Source: an optimization exercise on an open RTL-to-GDS flow (aim: small area and few clock cycles per item). Production flows keep margins and buffers that such runs may drop.
No run shown here included a check of the RTL's function; only the layout flow was run.

==> flow/design.v (outline; a module is shown in full before it is edited, if it fits) <==
// module hysl_add: 85 lines
// module hysl_front: 1315 lines
// module hysl_back: 1035 lines
// module heading_yaw_slew_limiter: 91 lines
module heading_yaw_slew_limiter (
    input  logic                               clk,
    input  logic                               rst_n,
    input  logic                               cfg_we,
    input  logic [hysl_pkg::CFG_IDX_W-1:0]     cfg_index,
    input  logic [hysl_pkg::CFG_DATA_W-1:0]    cfg_data,
    input  logic                               point_valid,
    output logic                               point_ready,
    input  logic signed [31:0]                 point_pos_x,
    input  logic signed [31:0]                 point_pos_y,
    input  logic signed [15:0]                 point_vel_x,
    input  logic signed [15:0]                 point_vel_y,
    output logic                               cmd_valid,
    input  logic                               cmd_ready,
    output logic signed [31:0]                 cmd_x,
    output logic signed [31:0]                 cmd_y,
    output logic        [30:0]                 cmd_z,
    output logic signed [15:0]                 cmd_yaw,
    output logic signed [15:0]                 cmd_yaw_rate
);
  // ...
==> flow/flow/run.sh <==
#!/bin/bash
# Own layout flow: the standard synthesis, then the combinational logic
# between the registers re-mapped by ABC for delay (registers untouched: same
# instances, names and cell types), then the standard layout from that
# netlist. Each tool's output goes to a log file of its own in this folder.
set -euo pipefail
WORK=$(pwd)
FLOW_DIR=$WORK/flow
RES=$WORK/orfs/results/$FLOW_PLATFORM/heading_yaw_slew_limiter/base
LIB=$FLOW_HOME/platforms/$FLOW_PLATFORM/lib/sky130_fd_sc_hd__tt_025C_1v80.lib
YOSYS=$FLOW_HOME/../tools/install/yosys/bin/yosys
[[ -x $YOSYS ]] || YOSYS=$(command -v yosys)

bash standard.sh synth > $WORK/flow_1_synth.log 2>&1
cp $RES/1_2_yosys.v $WORK/standard_netlist.v

# 2. re-map the logic between the registers for delay (cells named in
#    keep_cells, e.g. the full adders of the carry-save trees, are kept)
SEQ=$(grep -oE 'cell *\("?sky130_fd_sc_hd__[a-z0-9_]*' $LIB | sed 's/cell *("*//' \
      | grep -E "__($(cat $FLOW_DIR/keep_cells)df|dl|edf|sdf|sed|sdl|lpflow|einv|ebuf|conb|tap|fill|decap|diode|probe|clkdly|dlygate)" \
      | sort -u | tr '\n' ' ')
DONT=$(grep -oE 'cell *\("?sky130_fd_sc_hd__[a-z0-9_]*' $LIB | sed 's/cell *("*//' \
      | grep -E '__(lpflow|probe)' | sort -u | sed 's/^/-dont_use /' | tr '\n' ' ')
DELAY=$(cat $FLOW_DIR/abc_delay_ps)
sed "s/@D@/$DELAY/g" $FLOW_DIR/resyn.abc > $WORK/resyn.abc
$YOSYS -l $WORK/flow_2_resyn.log -p "
read_liberty -ignore_miss_func $LIB;
blackbox $SEQ;
read_verilog $WORK/standard_netlist.v;
hierarchy -top $FLOW_TOP;
flatten;
opt_clean;
abc -liberty $LIB $DONT -script $WORK/resyn.abc;
splitnets;
opt_clean -purge;
hilomap -singleton -hicell sky130_fd_sc_hd__conb_1 HI -locell sky130_fd_sc_hd__conb_1 LO;
insbuf -buf sky130_fd_sc_hd__buf_4 A X;
write_verilog -noexpr -noattr -nohex -nodec $WORK/resyn_netlist.v;
tee -o $WORK/resyn_stat.txt stat -liberty $LIB
" > /dev/null
cp $WORK/resyn_netlist.v $RES/1_2_yosys.v
touch $RES/1_2_yosys.v

# 3. the standard layout from the re-mapped netlist (ports buffered as the
#    standard flow does, with the buffer cell named in port_buffer if any)
if [[ -s $FLOW_DIR/port_buffer ]]; then
  export BUFFER_PORTS_ARGS="-buffer_cell $(cat $FLOW_DIR/port_buffer)"
fi
bash standard.sh > $WORK/flow_3_layout.log 2>&1
==> flow/flow/abc_delay_ps <==
10000
==> flow/flow/keep_cells <==
fa_|
==> flow/flow/port_buffer <==
sky130_fd_sc_hd__buf_1
==> flow/flow/resyn.abc <==
strash
dch
map -D @D@
topo
buffer
upsize -D @D@
dnsize -D @D@
==> flow/standard.sh <==
#!/bin/bash
# synth_recipe.tcl (not shown) runs the flow's synth.tcl, then flattens the netlist and writes it again
# the make line also repeats each setting of config.mk as NAME=value (left out here)
make -C /OpenROAD-flow-scripts/flow DESIGN_CONFIG=/design/flow/config.mk WORK_HOME=/design/flow/orfs CLKGATE_MAP_FILE= SYNTH_SCRIPT=/design/flow/synth_recipe.tcl "${@:-finish}"
==> flow/config.mk <==
export PLATFORM = sky130hd
export DESIGN_NAME = heading_yaw_slew_limiter
export DESIGN_NICKNAME = heading_yaw_slew_limiter
export VERILOG_FILES = /design/flow/design.v
export SDC_FILE = /design/flow/constraint.sdc
export NUM_CORES = 4
export LEC_CHECK = 0
export CAP_MARGIN = 20
export CORE_MARGIN = 2
export CORE_UTILIZATION = 40
export SLEW_MARGIN = 20
==> flow/constraint.sdc <==
create_clock -name core_clock -period 14.0 [get_ports {clk}]
set_input_delay 2.8000 -clock core_clock [delete_from_list [all_inputs] [get_ports {clk}]]
set_output_delay 2.8000 -clock core_clock [all_outputs]
set_load 0.01 [all_outputs]
==> results.txt, run 1 <==
most common cell after layout, fill and taps aside=nor2_1; Overflow after GRT=0; routed wl met2=approximately 82000 um; Post-Syn Instances=7340; Final Critical Period=15530 ps; Signal buffers=1566; grt peak-use layer=met2; FFs & Latches=between 500 and 600; hold slack=~410 ps; status=failed layout checks; fmax=0.0644 GHz; GRT met3 Usage=2.60%; Setup crit start kind=flip-flop; clock-cell share of area=~2.7%; worst setup margin=-1530 ps; worst skew pair latency=approximately 680 ps; number of multi-input logic gates=5292; Global Route Usage Sum=22.7%; Setup Viol. Count Final=30; global routing usage on met1=about 30%; Failed Checks=setup timing; pre-CTS worst setup slack=-1990 ps; Final Hold Fails=0; Port-buffer cells=approximately 260; fraction of area in multi-input gates=51.1%; CP required=between 10000 and 15000 ps; placed cells=slightly above 10000; Hold Crit Class=reg2reg; cts hold-fix bufs=0; CP most frequent cell=o21ai_2
==> inputs of run 2 (changes only) <==
--- a/flow/design.v
+++ b/flow/design.v
@@ -682,40 +682,26 @@
     logic c_13;
     logic [13:0] xs_13;
     logic [13:0] u_13;
     logic d14;
     logic [12:0] xs_14;
     logic [12:0] u_14;
     logic d15;
     logic [15:0] e_tab;
-    logic zt_1;
-    logic zt_2;
-    logic zt_3;
-    logic zt_4;
-    logic zt_5;
-    logic zt_6;
-    logic zt_7;
-    logic zt_8;
-    logic zt_9;
-    logic zt_10;
-    logic zt_11;
-    logic zt_12;
-    logic zt_13;
-    logic zt_14;
-    logic zt_15;
-    logic zt_16;
-    logic zt_17;
-    logic zt_18;
-    logic [15:0] z_a;
-    logic [15:0] z_b;
-    logic [15:0] z_s;
-    logic [15:0] aim_0;
+    logic [15:0] e9;
+    logic [15:0] e9m;
+    logic [15:0] e9p;
+    logic [16:0] dhi;
+    logic [16:0] dlo;
+    logic [6:0] g;
     logic z_hi;
     logic z_lo;
+    logic [15:0] zbase;
+    logic [15:0] aim_0;
     logic [15:0] aim_rz;
     logic [31:0] px_rz;
     logic [31:0] py_rz;
     logic sl_rz;
     logic vl_rz;
     assign sx = point_vel_x[15];
     hysl_add #(16) u_abs_x (.a(point_vel_x ^ {16{sx}}), .b(16'd0), .ci(sx), .y(ax));
     assign sy = point_vel_y[15];
@@ -1329,40 +1315,26 @@
             6'd59: e_tab = 16'hbf93;
             6'd60: e_tab = 16'hc34d;
             6'd61: e_tab = 16'hc74b;
             6'd62: e_tab = 16'hcb43;
             6'd63: e_tab = 16'hcf41;
             default: e_tab = 16'h0000;
         endcase
     end
-    assign zt_1 = e_tab[1] ^ d14 ^ d15;
-    assign zt_2 = (e_tab[1] & d14) | (e_tab[1] & d15) | (d14 & d15);
-    assign zt_3 = e_tab[2] ^ d13;
-    assign zt_4 = e_tab[2] & d13;
-    assign zt_5 = e_tab[3] ^ d12;
-    assign zt_6 = e_tab[3] & d12;
-    assign zt_7 = e_tab[4] ^ d11;
-    assign zt_8 = e_tab[4] & d11;
-    assign zt_9 = e_tab[5] ^ d10;
-    assign zt_10 = e_tab[5] & d10;
-    assign zt_11 = e_tab[6] ^ d09_r9;
-    assign zt_12 = e_tab[6] & d09_r9;
-    assign zt_13 = e_tab[7] ^ d08_r9;
-    assign zt_14 = e_tab[7] & d08_r9;
-    assign zt_15 = e_tab[8] ^ d07_r9;
-    assign zt_16 = e_tab[8] & d07_r9;
-    assign zt_17 = e_tab[9] ^ d06_r9;
-    assign zt_18 = e_tab[9] & d06_r9;
-    assign z_a = {e_tab[15], e_tab[14], e_tab[13], e_tab[12], e_tab[11], e_tab[10], zt_17, zt_15, zt_13, zt_11, zt_9, zt_7, zt_5, zt_3, zt_1, e_tab[0]};
-    assign z_b = {1'b0, 1'b0, 1'b0, 1'b0, 1'b0, zt_18, zt_16, zt_14, zt_12, zt_10, zt_8, zt_6, zt_4, zt_2, 1'b0, 1'b0};
-    hysl_add #(16) u_z (.a(z_a), .b(z_b), .ci(1'b0), .y(z_s));
-    assign z_hi = $signed(z_s) > 16'sd25736;
-    assign z_lo = $signed(z_s) <= -16'sd25736;
-    assign aim_0 = z_hi ? z_s - 16'd51472 : (z_lo ? z_s + 16'd51472 : z_s);
+    hysl_add #(16) u_e9 (.a(e_tab), .b({6'd0, d06_r9, d07_r9, d08_r9, d09_r9, 6'd0}), .ci(1'b0), .y(e9));
+    assign e9m = e9 - 16'd51472;
+    assign e9p = e9 + 16'd51472;
+    assign dhi = 17'sd25737 - {e9[15], e9};
+    assign dlo = -17'sd25736 - {e9[15], e9};
+    assign g = {1'b0, d10, d11, d12, d13, d14, 1'b0} + {5'd0, d15, 1'b0};
+    assign z_hi = $signed(dhi) <= 17'sd0 || ($signed(dhi) <= 17'sd64 && g >= dhi[6:0]);
+    assign z_lo = $signed(dlo) >= 17'sd64 || ($signed(dlo) >= 17'sd0 && g <= dlo[6:0]);
+    assign zbase = z_hi ? e9m : (z_lo ? e9p : e9);
+    hysl_add #(16) u_z (.a(zbase), .b({9'd0, g}), .ci(1'b0), .y(aim_0));
     always_ff @(posedge clk or negedge rst_n)
     begin
         if (!rst_n)
         begin
             vl_r4 <= 1'b0;
             vl_r9 <= 1'b0;
             vl_rz <= 1'b0;
         end
@@ -1426,21 +1398,18 @@
     input  logic               in_slow,
     input  logic        [15:0] in_aim,
     output logic               cmd_valid,
     output logic        [31:0] cmd_x,
     output logic        [31:0] cmd_y,
     output logic        [15:0] cmd_yaw,
     output logic        [15:0] cmd_yaw_rate
 );
-    logic               out_valid_reg;
     logic        [15:0] held_yaw_reg;
     logic        [15:0] held_rate_reg;
-    logic        [31:0] x_reg;
-    logic        [31:0] y_reg;
     logic        [15:0] inv;
     logic        [15:0] a;
     logic        [16:0] d;
     logic        [15:0] dm;
     logic               gt_pi;
     logic               lt_npi;
     logic        [16:0] kw;
     logic        [16:0] e;
@@ -1461,17 +1430,17 @@
     assign inv = inv_tick;
     assign a   = in_slow ? held_yaw_reg : in_aim;
     hysl_add #(17) u_d (.a({a[15], a}), .b(~{held_yaw_reg[15], held_yaw_reg}), .ci(1'b1), .y(d));
     assign dm  = d[15:0];
     assign gt_pi  = $signed(d) > 17'sd25736;
     assign lt_npi = $signed(d) < -17'sd25736;
     assign kw     = gt_pi ? -17'sd51472 : (lt_npi ? 17'sd51472 : 17'sd0);
     hysl_add #(17) u_e (.a(d), .b(kw), .ci(1'b0), .y(e));
-    assign neg    = e[16];
+    assign neg    = gt_pi || (d[16] && !lt_npi);
     hysl_add #(18) u_t (.a({3'd0, yaw_step_max}), .b({e[16], e} ^ {18{!neg}}), .ci(!neg), .y(t));
     assign stepped = t[17];
     assign lim     = gt_pi || lt_npi || stepped;
     hysl_add #(18) u_ys (.a({{2{held_yaw_reg[15]}}, held_yaw_reg}), .b({3'd0, yaw_step_max} ^ {18{neg}}), .ci(neg), .y(ys));
     assign kys = ($signed(ys) > 18'sd25736) ? -18'sd51472 : (($signed(ys) <= -18'sd25736) ? 18'sd51472 : 18'sd0);
     hysl_add #(18) u_yw (.a(ys), .b(kys), .ci(1'b0), .y(yw));
     hysl_add #(17) u_rs (.a({held_rate_reg[15], held_rate_reg}), .b({2'd0, yaw_rate_max} ^ {17{neg}}), .ci(neg), .y(rs));
     logic mt_1;
@@ -2415,43 +2384,30 @@
             avg_mul = 16'h7FFF;
         yaw_next  = stepped ? yw[15:0] : a;
         rate_next = lim ? rs[16:1] : avg_mul;
     end
     always_ff @(posedge clk or negedge rst_n)
     begin
         if (!rst_n)
         begin
-            out_valid_reg <= 1'b0;
             held_yaw_reg  <= '0;
             held_rate_reg <= '0;
         end
-        else if (en)
-        begin
-            out_valid_reg <= in_valid;
-            if (in_valid)
-            begin
-                held_yaw_reg  <= yaw_next;
-                held_rate_reg <= rate_next;
-            end
-        end
-    end
-    always_ff @(posedge clk)
-    begin
-        if (en && in_valid)
+        else if (en && in_valid)
         begin
-            x_reg <= in_pos_x;
-            y_reg <= in_pos_y;
+            held_yaw_reg  <= yaw_next;
+            held_rate_reg <= rate_next;
         end
     end
-    assign cmd_valid    = out_valid_reg;
-    assign cmd_x        = x_reg;
-    assign cmd_y        = y_reg;
-    assign cmd_yaw      = held_yaw_reg;
-    assign cmd_yaw_rate = held_rate_reg;
+    assign cmd_valid    = in_valid;
+    assign cmd_x        = in_pos_x;
+    assign cmd_y        = in_pos_y;
+    assign cmd_yaw      = yaw_next;
+    assign cmd_yaw_rate = rate_next;
 endmodule
 `timescale 1ns / 1ps
 module heading_yaw_slew_limiter (
     input  logic                               clk,
     input  logic                               rst_n,
     input  logic                               cfg_we,
     input  logic [hysl_pkg::CFG_IDX_W-1:0]     cfg_index,
     input  logic [hysl_pkg::CFG_DATA_W-1:0]    cfg_data,
==> flow/flow/run.sh (replaced) <==
#!/bin/bash
# Own layout flow: the standard synthesis, then the combinational logic
# between the registers re-mapped by ABC for delay (registers untouched: same
# instances, names and cell types; the full adders of the carry-save trees are
# kept as they are), then the standard layout from that netlist. Each
# tool's output goes to a log file of its own in this folder.
set -euo pipefail
WORK=$(pwd)
FLOW_DIR=$WORK/flow
RES=$WORK/orfs/results/$FLOW_PLATFORM/heading_yaw_slew_limiter/base
LIB=$FLOW_HOME/platforms/$FLOW_PLATFORM/lib/sky130_fd_sc_hd__tt_025C_1v80.lib
YOSYS=$FLOW_HOME/../tools/install/yosys/bin/yosys
[[ -x $YOSYS ]] || YOSYS=$(command -v yosys)

bash standard.sh synth > $WORK/flow_1_synth.log 2>&1
cp $RES/1_2_yosys.v $WORK/standard_netlist.v

# 2. re-map the logic between the registers for delay
python3 $FLOW_DIR/keepfa.py $WORK/standard_netlist.v $WORK/marked_netlist.v \
    $WORK/keep_stub.v 2 > $WORK/flow_2_keepfa.log 2>&1
SEQ=$(grep -oE 'cell *\("?sky130_fd_sc_hd__[a-z0-9_]*' $LIB | sed 's/cell *("*//' \
      | grep -E '__(df|dl|edf|sdf|sed|sdl|lpflow|einv|ebuf|conb|tap|fill|decap|diode|probe|clkdly|dlygate)' \
      | sort -u | tr '\n' ' ')
DONT=$(grep -oE 'cell *\("?sky130_fd_sc_hd__[a-z0-9_]*' $LIB | sed 's/cell *("*//' \
      | grep -E '__(lpflow|probe)' | sort -u | sed 's/^/-dont_use /' | tr '\n' ' ')
DELAY=$(cat $FLOW_DIR/abc_delay_ps)
sed "s/@D@/$DELAY/g" $FLOW_DIR/resyn.abc > $WORK/resyn.abc
$YOSYS -l $WORK/flow_3_resyn.log -p "
read_liberty -ignore_miss_func $LIB;
blackbox $SEQ;
read_verilog -lib $WORK/keep_stub.v;
read_verilog $WORK/marked_netlist.v;
hierarchy -top $FLOW_TOP;
flatten;
opt_clean;
abc -liberty $LIB $DONT -script $WORK/resyn.abc;
splitnets;
opt_clean -purge;
hilomap -singleton -hicell sky130_fd_sc_hd__conb_1 HI -locell sky130_fd_sc_hd__conb_1 LO;
insbuf -buf sky130_fd_sc_hd__buf_4 A X;
write_verilog -noexpr -noattr -nohex -nodec $WORK/resyn_marked.v;
tee -o $WORK/resyn_stat.txt stat -liberty $LIB
" > /dev/null
sed 's/hyslkeep_//' $WORK/resyn_marked.v > $WORK/resyn_netlist.v
cp $WORK/resyn_netlist.v $RES/1_2_yosys.v
touch $RES/1_2_yosys.v

# 3. the standard layout from the re-mapped netlist (ports buffered as the
#    standard flow does, with the buffer cell named in port_buffer if any)
if [[ -s $FLOW_DIR/port_buffer ]]; then
  export BUFFER_PORTS_ARGS="-buffer_cell $(cat $FLOW_DIR/port_buffer)"
fi
bash standard.sh > $WORK/flow_4_layout.log 2>&1
==> flow/flow/keepfa.py (new file) <==
#!/usr/bin/env python3
"""Marks the full adders of carry-save trees in a netlist so that the logic
re-mapping keeps them: an fa cell is kept when its carry output drives at most
MAXFO loads. Kept cells get the type prefix hyslkeep_ (removed afterwards).
usage: keepfa.py in.v out.v stub.v [MAXFO]"""
import re, sys, collections
src, dst, stub = sys.argv[1:4]
maxfo = int(sys.argv[4]) if len(sys.argv) > 4 else 2
txt = open(src).read()
inst_re = re.compile(r'^(\s*)(sky130_fd_sc_hd__\w+)\s+(\S+)\s*\((.*?)\);', re.S | re.M)
conn_re = re.compile(r'\.(\w+)\(\s*([^()]*?)\s*\)')
use = collections.Counter()
insts = []
for m in inst_re.finditer(txt):
    conns = conn_re.findall(m.group(4))
    insts.append((m, conns))
    for pin, net in conns:
        use[net] += 1
kept = set()
types = set()
for m, conns in insts:
    if re.match(r'sky130_fd_sc_hd__fa_\d+$', m.group(2)):
        d = dict(conns)
        if use[d.get('COUT', '')] - 1 <= maxfo:
            kept.add(m.start(2))
            types.add(m.group(2))
out = []
last = 0
for pos in sorted(kept):
    out.append(txt[last:pos]); out.append('hyslkeep_'); last = pos
out.append(txt[last:])
open(dst, 'w').write(''.join(out))
with open(stub, 'w') as f:
    for t in sorted(types):
        f.write(f"module hyslkeep_{t}(A, B, CIN, COUT, SUM);\n  input A, B, CIN;\n  output COUT, SUM;\nendmodule\n")
print(f"kept {len(kept)} of {sum(1 for m, c in insts if m.group(2).startswith('sky130_fd_sc_hd__fa_'))} full adders")
removed: flow/flow/keep_cells
==> results.txt, run 2 <==
CP arrival=14860 ps (was 15930 ps); Global Route Usage Sum=23.6% (was 22.7%); cts hold-fix bufs=0 (unchanged); Slew Limit Fails=0 (unchanged); Final Cell Area=0.0717 mm^2 (was 0.0729 mm^2); clk_skew=99.7 ps (was 45.8 ps); CP required=14420 ps (was 14400 ps); Slew @ Worst Pin=1020 ps (was 1250 ps); Crit Path Category=reg2reg (unchanged); FP Rows=137 (unchanged); CP max stage cell=fa_1 (was edfxtp_1); Max-Slew Margin vs Limit=32.0% (was 16.5%); RePlAce Congestion=0.965 (was 0.919); Final Hold Fails=0 (unchanged); Hold Crit Depth=0 (unchanged); Post-Syn Instances=7564 (was 7340); fillers=13400 (was 13000); 1st-iter DRT viols=3469 (was 3453); Post-Layout Cell Count=10600 (was 10700); Setup crit start kind=flip-flop (unchanged); crit-path max FO=8 (was 6); number of routed nets with antenna violations=0 (unchanged); yosys warns=57 (unchanged); Failed Checks=setup timing (unchanged); worst skew pair latency=700 ps (was 680 ps); syn nets=8198 (was 7982); Longest Clk Path Bufs=3 (unchanged); Area Growth Syn to Fin=27.6% (was 29.6%); fmax=0.0692 GHz (was 0.0644 GHz); total I/O pin count=265 (unchanged); die width=379 um (about the same); Initial Utilization=40.3% (about the same); largest net degree at the start of global routing=83 (was 186); worst setup margin=-447 ps (was -1530 ps); Final Critical Period=14450 ps (was 15530 ps); total CTS buffers=54 (was 58); wire length per cell=16.5 um (was 15.6 um); CTS H-tree lvls=2 (unchanged); total DRC errors in the routed layout=0 (unchanged); Die Y=379 um (about the same); DP Area=0.0645 mm^2 (was 0.0658 mm^2); Avg Synthesized Cell Area=7.44 um^2 (was 7.67 um^2); Post-Syn Area=0.0562 mm^2 (was 0.0563 mm^2); root buf cell=clkbuf_16 (unchanged); most common cell after layout, fill and taps aside=nand2_1 (was nor2_1); Hold Crit Class=reg2reg (unchanged); DR vias/cell=4.96 (was 4.84); CTS tree=done (unchanged); status=failed layout checks (unchanged); global-route wire length before repair=270000 um (was 262000 um); Core Area=0.140 mm^2 (unchanged); R2R depth=104 (was 114); drt pass-1 iters=6 (was 8); WL final=175000 um (was 167000 um); setup repair after global routing missed its margin=true (unchanged); Nets=9357 (was 9416); fraction of layout cells with a size suffix above 1=23.2% (was 22.9%); final cycle utilization of the critical path=103% (was 111%); die area=0.144 mm^2 (about the same); CP most frequent cell=a21oi_2 (was o21ai_2); max incr delay on CP=500 ps (was 420 ps); antenna violations before repair=1 (was 0); Port-buffer cells=264 (unchanged); most frequent cells in the layout=nand2_1 (1303), nor2_1 (1253), inv_1 (1232), buf_4 (927), fa_1 (485) (was nor2_1 (1329), inv_1 (1268), buf_4 (1226), nand2_1 (1139), xor2_1 (535)); maxcap violations=0 (unchanged); vias in the first global route=51100 (was 51000); CP Capture Type=flip-flop (unchanged); via count of the routed design=52800 (was 51700); clk sinks=470 (was 535); Worst-path clk slew=60 ps (about the same); Overflow after GRT=0 (unchanged); hpwl dp=140000 um (was 128000 um); Setup Viol. Count Final=11 (was 30); placed cells=10300 (was 10200)
run 2: worst max-delay path: cells and delay by family (launching register included):
| family | cells | cell delay [ps] |
|---|---|---|
| buffers and inverters | 8 | 1040 |
| and+or+nand+nor | 58 | 6550 |
| DFF | 1 | 380 |
| AOI/OAI and AO/OA | 29 | 3990 |
| adders and majority gates | 3 | 1240 |
| xor gates and xnor gates | 6 | 1070 |
run 2: per-stage QoR:
step / worst slack [ps] / utilization (%) / hold slack, ps / TNS, ps
2_1_floorplan: -491 / - / 400 / -3650
3_3_place_gp: -291 / 46.2 / 400 / -3660
3_5_place_dp: -671 / 46.2 / 405 / -11050
4_1_cts: -264 / 48.3 / 385 / -1710
5_1_grt: -1550 / 51.4 / 400 / -37090
6_report: -447 / 51.4 / 393 / -3710
run 2: routing by layer:
metal	vias to the layer above	GRT usage (%)	share of wire [%]
met2	1267	40.9	49
met4	0	5.77	2.5
met3	246	2.11	4.9
met5	-	0	0
li1	25800	-	-
met1	25400	31.7	44
run 2: layout make-up:
cell class | count | area, um^2 | area share, %
multi-input combinational | 5618 | 40200 | 56.0
sequential | 470 | 13300 | 18.5
timing repair buffer | 1268 | 9090 | 12.7
inverter | 1311 | 4980 | 6.94
tap | 1876 | 2350 | 3.27
clock buffer | 62 | 1400 | 1.95
clock inverter | 39 | 458 | 0.638
antenna | 2 | 5.00 | 0.00698
run 2: final timing paths:
path | start | end | slack (ps)
min | u_front.py_r9[21] | u_front.py_rz[21] | 390
max reg2reg | u_front.u_r9[17] | u_front.aim_rz[13] | -450
min in group asynchronous | rst_n | speed_sq_min_reg[27] | 2060
max | u_front.u_r9[17] | u_front.aim_rz[13] | -450
min reg2reg | u_front.py_r9[21] | u_front.py_rz[21] | 390
max in group asynchronous | rst_n | u_back.held_yaw_reg[7] | 9840
run 2: repair_timing:
action	in CTS	in global routing
endpoints found under the hold margin	0	0
gates cloned	1	4
setup buffers	69	189
endpoints found under the setup margin	41	94
pin swaps	63	311
gates resized for setup	117	682
==> inputs of run 3 (changes only) <==
--- a/flow/config.mk
+++ b/flow/config.mk
@@ -8,4 +8,5 @@
 export CAP_MARGIN = 20
 export CORE_MARGIN = 2
 export CORE_UTILIZATION = 40
+export GPL_TIMING_DRIVEN = 0
 export SLEW_MARGIN = 20
==> results.txt, run 3 <==
die width=379 um (unchanged); Longest Clk Path Bufs=3 (unchanged); via count of the routed design=52500 (was 52800); crit path to=u_front.aim_rz[12] (was u_front.aim_rz[13]); r2r setup slk=-1510 ps (was -450 ps); Setup crit start kind=flip-flop (unchanged); Worst-path clk slew=60 ps (about the same); number of routed nets with antenna violations=0 (unchanged); crit path launch=u_front.u_r9[17] (unchanged); cts hold-fix bufs=0 (unchanged); status=failed layout checks (unchanged); Nets=9110 (was 9357); RR Endpoint=u_front.aim_rz[12] (was u_front.aim_rz[13]); largest net degree at the start of global routing=114 (was 83); hpwl dp=138000 um (was 140000 um); Slew @ Worst Pin=964 ps (was 1020 ps); worst path bufs/invs=11 (was 8); Slew Limit Fails=0 (unchanged); DP Area=0.0600 mm^2 (was 0.0645 mm^2); final cycle utilization of the critical path=111% (was 103%); Final Critical Period=15510 ps (was 14450 ps); CP max stage cell=edfxtp_1 (was fa_1); worst setup margin=-1510 ps (was -447 ps); Setup Viol. Count Final=17 (was 11); Final Core Density=50.9% (was 51.4%); vias in the first global route=50600 (was 51100); clk sinks=470 (unchanged); R2R depth=104 (unchanged); family with the most delay on the worst path=simple AND/OR/NAND/NOR gates (unchanged); worst skew pair latency=660 ps (was 700 ps); Top Layer Used=met5 (was met4); total I/O pin count=265 (unchanged); Die Y=379 um (unchanged); CP Capture Type=flip-flop (unchanged); maxcap violations=0 (unchanged); CP required=14390 ps (was 14420 ps); antenna violations before repair=2 (was 1); fillers=13400 (about the same); DR vias/cell=5.05 (was 4.96); CTS tree=done (unchanged); Crit Path Category=reg2reg (unchanged); routed wl met2=87500 um (was 86100 um); Post-Syn Area=0.0562 mm^2 (unchanged); FP Rows=137 (unchanged); drt pass-1 iters=8 (was 6); wire length per cell=17.2 um (was 16.5 um); fraction of layout cells with a size suffix above 1=22.0% (was 23.2%); most common cell after layout, fill and taps aside=nand2_1 (unchanged); most frequent cells in the layout=nand2_1 (1263), nor2_1 (1213), inv_1 (1213), buf_4 (551), fa_1 (482) (was nand2_1 (1303), nor2_1 (1253), inv_1 (1232), buf_4 (927), fa_1 (485)); Final Hold Fails=0 (unchanged); syn nets=8198 (unchanged); placed cells=9719 (was 10300); total CTS buffers=53 (was 54); 1st-iter DRT viols=3609 (was 3469); CP arrival=15900 ps (was 14860 ps); Port-buffer cells=264 (unchanged); Final Cell Area=0.0711 mm^2 (was 0.0717 mm^2); Avg Synthesized Cell Area=7.44 um^2 (unchanged); fmax=0.0645 GHz (was 0.0692 GHz); Failed Checks=setup timing (unchanged); RePlAce Congestion=0.925 (was 0.965); Max-Slew Margin vs Limit=35.7% (was 32.0%); Post-Layout Cell Count=10400 (was 10600); total DRC errors in the routed layout=0 (unchanged); Global Route Usage Sum=23.9% (was 23.6%); M1 wire length=75600 um (was 76400 um); Crit. path cell count=104 (unchanged); clk_skew=58.1 ps (was 99.7 ps); Core Area=0.140 mm^2 (unchanged); die area=0.144 mm^2 (unchanged); crit-path max FO=7 (was 8); setup repair after global routing missed its margin=true (unchanged); max incr delay on CP=470 ps (was 500 ps); root buf cell=clkbuf_16 (unchanged); Overflow after GRT=0 (unchanged); global-route wire length before repair=272000 um (was 270000 um); Critical R2R Launch=u_front.u_r9[17] (unchanged); Area Growth Syn to Fin=26.4% (was 27.6%); yosys warns=57 (unchanged); WL final=179000 um (was 175000 um); Post-Syn Instances=7564 (unchanged); TNS Setup=-17080 ps (was -3710 ps); CP most frequent cell=nand2_2 (was a21oi_2); Initial Utilization=40.3% (unchanged); antenna diode count=0 (was 2); Hold Crit Class=reg2reg (unchanged); Routed met3 length=10300 um (was 8550 um); CTS H-tree lvls=2 (unchanged)
## run 3: cell count changes in the layout (fill, tap and decap cells not counted), moves of 19 or more
cell,delta
buf_4,-376
clkbuf_1,+91
nand2_1,-40
nor2_1,-40
nor2_4,+25
nand2_4,+21
nand2_2,+20
inv_1,-19
xor2_1,-19
## run 3: repair_timing
| item | in CTS | in global routing |
|---|---|---|
| gates resized for setup | 474 | 721 |
| endpoints found under the setup margin | 123 | 105 |
| setup buffers | 364 | 226 |
| pin swaps | 241 | 418 |
| gates cloned | 1 | 3 |
## run 3: area by class of cell
type,instances,area (um^2),area share [%]
inverter,1311,5050,7.11
multi-input combinational,5617,41400,58.2
clock inverter,26,338,0.475
clock buffer,74,1460,2.05
timing repair inverter,1,5.00,0.00704
buffer,162,1180,1.66
tap,1876,2350,3.30
sequential,470,13300,18.7
timing repair buffer,860,6060,8.53
## run 3: worst min-delay path by stage
stage,from,end,cells after the start
6_report,u_front.px_r9[5],u_front.px_rz[5],0
5_1_grt,u_front.px_r9[5],u_front.px_rz[5],0
4_1_cts,u_front.px_r4[1],u_front.px_r9[1],0
3_5_place_dp,u_front.px_r4[0],u_front.px_r9[0],0
3_3_place_gp,u_front.py_r9[4],u_front.py_rz[4],0
2_1_floorplan,u_front.px_r4[0],u_front.px_r9[0],0
## run 3: per-layer routing
metal	vias up	GRT usage [%]
met2	1489	41.4
met5	-	0
met4	2	6.13
met3	280	2.65
met1	25400	31.8
li1	25300	-
## run 3: stage by stage
stage	hold slack [ps]	setup slack, ps
2_1_floorplan	400	-491
3_3_place_gp	400	-3570
3_5_place_dp	405	-3140
4_1_cts	405	-1410
5_1_grt	421	-2400
6_report	413	-1510
## run 3: worst reg2reg max path: cells and delay by family, from the launching register on
family	cells	cell delay, ps
adders and majority gates	3	1230
xor gates and xnor gates	7	1500
DFF	1	470
AOI/OAI and AO/OA	34	4920
and+or+nand+nor	49	5890
buffers and inverters	11	1260

-- static timing again, ports no longer ideal --
No port has a modelled driver above. Below, the same layouts with a new extraction and two added sets of constraints. Step 1 sets driving cells, clkbuf_16 on the clock port and buf_2 on the other inputs (assumed; they add their load-dependent delay and slew). Step 2 also shifts input and output timing later by t, the mid clock arrival at the registers, as if the neighbouring blocks saw the same clock. Slacks: ideal ports / drivers / drivers and shift; pairs: ideal ports / drivers.
run	shift t [ns]	slack for setup (ns)	worst data-port slew with drivers (ns)
run 1	0.729	-1.527 / -1.527 / -1.633	0.06
run 2	0.721	-0.447 / -0.447 / -0.447	0.15
run 3	0.709	-1.509 / -1.509 / -1.509	0.15
For run 1, which loses most, drivers alone change the setup slack by 0.000 ns; drivers and shift together by -0.106 ns.
